Context: an optimization exercise on an open-source flow, tuned for small area, a short achievable clock period and few clock cycles. The choices shown serve that exercise and are no tape-out recipe.
In this exercise RTL edits were held to simulation tests only and were not proved equivalent to the original.

==> run a <==
Design matrix_mac_top, start of the top module:
module matrix_mac_top (
        input  logic                        clk,
        input  logic                        rst,
        input  logic                        trg,
        input  logic [COL_W-1:0]            num_cols,
        input  logic [BEAT_W-1:0]           num_beats,
        input  logic [NUM_LANES*WORD_W-1:0] adc_rdat,
        input  logic [WORD_W-1:0]           coe_rdat,
        input  logic                        res_credit,
        output logic [BEAT_W-1:0]           adc_adr,
        output logic [COE_ADR_W-1:0]        coe_adr,
        output logic                        busy,
        output logic                        res_valid,
        output logic [LANE_W-1:0]           res_lane,
        output logic [ACC_W-1:0]            res_dat
);
Settings: LEC_CHECK=0, ABC_CLOCK_PERIOD_IN_PS=4000, CAP_MARGIN=20, CORE_MARGIN=2, CORE_UTILIZATION=40, CTS_CLUSTER_DIAMETER=100, CTS_CLUSTER_SIZE=20, SETUP_SLACK_MARGIN=5, SLEW_MARGIN=20; clock period 10.0 ns.
standard.sh (not shown) runs the stock make flow with config.mk's settings and CLKGATE_MAP_FILE= SYNTH_SCRIPT=/design/flow/synth_recipe.tcl, a recipe that flattens the netlist after the stock synthesis.
==> flow/flow/run.sh <==
#!/bin/bash
# Layout flow: the standard ORFS flow, with the synthesis script changed so that
# Yosys's generic "synth -run fine:" step skips its quick ABC pass (-noabc). That pass
# scrambles the polarity of the carry-save adder trees, which extract_fa then maps with
# extra inverters. Registers and everything after synthesis are as in the standard flow.
# Extra ORFS variables for the layout steps (e.g. a tighter setup slack margin for the
# repair steps) are read from flow/extra_vars.txt.
set -euo pipefail
D=$(pwd)
mkdir -p "$D/mylogs"
sed -e 's/synth -top \$::env(DESIGN_NAME) -run fine: {\*}\$synth_full_args/synth -top $::env(DESIGN_NAME) -run fine: -noabc {*}$synth_full_args/' \
    "$FLOW_HOME/scripts/synth.tcl" > "$D/synth_noabc.tcl"
grep -q 'run fine: -noabc' "$D/synth_noabc.tcl"
sed -e "s#source \$::env(SCRIPTS_DIR)/synth.tcl#source $D/synth_noabc.tcl#" synth_recipe.tcl > "$D/my_synth.tcl"
grep -q "synth_noabc.tcl" "$D/my_synth.tcl"
EXTRA=""
if [[ -f flow/extra_vars.txt ]]; then EXTRA=$(grep -v '^#' flow/extra_vars.txt | tr '\n' ' '); fi
sed -e "s#SYNTH_SCRIPT=[^ ]*#SYNTH_SCRIPT=$D/my_synth.tcl#" \
    -e "s#\"\${@:-finish}\"#$EXTRA \"\${@:-finish}\"#" standard.sh > "$D/my_standard.sh"
grep -q "my_synth.tcl" "$D/my_standard.sh"
bash "$D/my_standard.sh" > "$D/mylogs/flow_make.log" 2>&1
==> flow/flow/extra_vars.txt <==
SETUP_SLACK_MARGIN=5.85
==> run b (differences from run a) <==
==> flow/flow/extra_vars.txt (replaced) <==
SETUP_SLACK_MARGIN=6.0
==> comparison table <==
| item | run b | run a |
|---|---|---|
| Flip-flop and latch area | 34400 µm² | 34300 µm² |
| Share of cell area taken by multi-input logic gates | 61.0% | 62.5% |
| Crit Reg-Reg Startpoint | g_lane[2].i_mac_lane.acc[14] | g_lane[2].i_mac_lane.uc_r[1] |
| Data arrival time of the critical path | 4.92 ns | 4.90 ns |
| Multi-In Gates | 8967 | 8966 |
| M1 WL | 187000 µm | 185000 µm |
| Number of setup buffers added after CTS | 197 | 69 |
| Status | no timing/DRC/antenna violations | no timing/DRC/antenna violations |
| Wire length on met2 | 208000 µm | 204000 µm |
| Minimum period implied by the final worst setup slack | 4.13 ns | 4.15 ns |
| Max Fclk | 242 MHz | 241 MHz |
| Global-route wire length before repair | 681000 µm | 676000 µm |
| Total routed wirelength | 480000 µm | 471000 µm |
| Capture point of the worst path | g_lane[1].i_mac_lane.uc_r[14] | g_lane[2].i_mac_lane.c_r[16] |
| Non-clock buffer count in the final layout | 1255 | 808 |
| Resize count post-CTS | 874 | 543 |
| Utilization of the core after routing | 47.0% | 45.1% |
Testbench counts of run a, summed over its fixed seeds: cycles 38,803.
Testbench counts of run b, summed over its fixed seeds: cycles 38,803.

-- static timing again, ports no longer ideal --
The flow's constraints put no driver on any port. The routed layouts listed below were extracted and timed again, unchanged, in two steps.
Step 1 (the two cells are an assumption about what drives the block):
set clk [get_ports {clk}]
set_driving_cell -lib_cell sky130_fd_sc_hd__clkbuf_16 $clk
set_driving_cell -lib_cell sky130_fd_sc_hd__buf_2 [delete_from_list [all_inputs] $clk]
Step 2 times the ports against the registers' clock, not the clock port: input delays grow and output delays shrink by t, the midpoint of the rising clock arrivals with the driver on.
Slacks: no drivers / after step 1 / after step 2; pairs: no drivers / after step 1.
run	shift t [ns]	setup slack, ns	latest minus earliest clock arrival (ns)	worst register clock-pin slew, ns
run a	0.968	5.853 / 5.853 / 4.940	0.103 / 0.102	0.09 / 0.09
run b	0.967	5.868 / 5.886 / 4.957	0.098 / 0.098	0.10 / 0.10
After both steps setup and hold are still met in every run listed. For run a, which loses most, drivers alone change the setup slack by 0.000 ns; drivers and shift together by -0.913 ns.
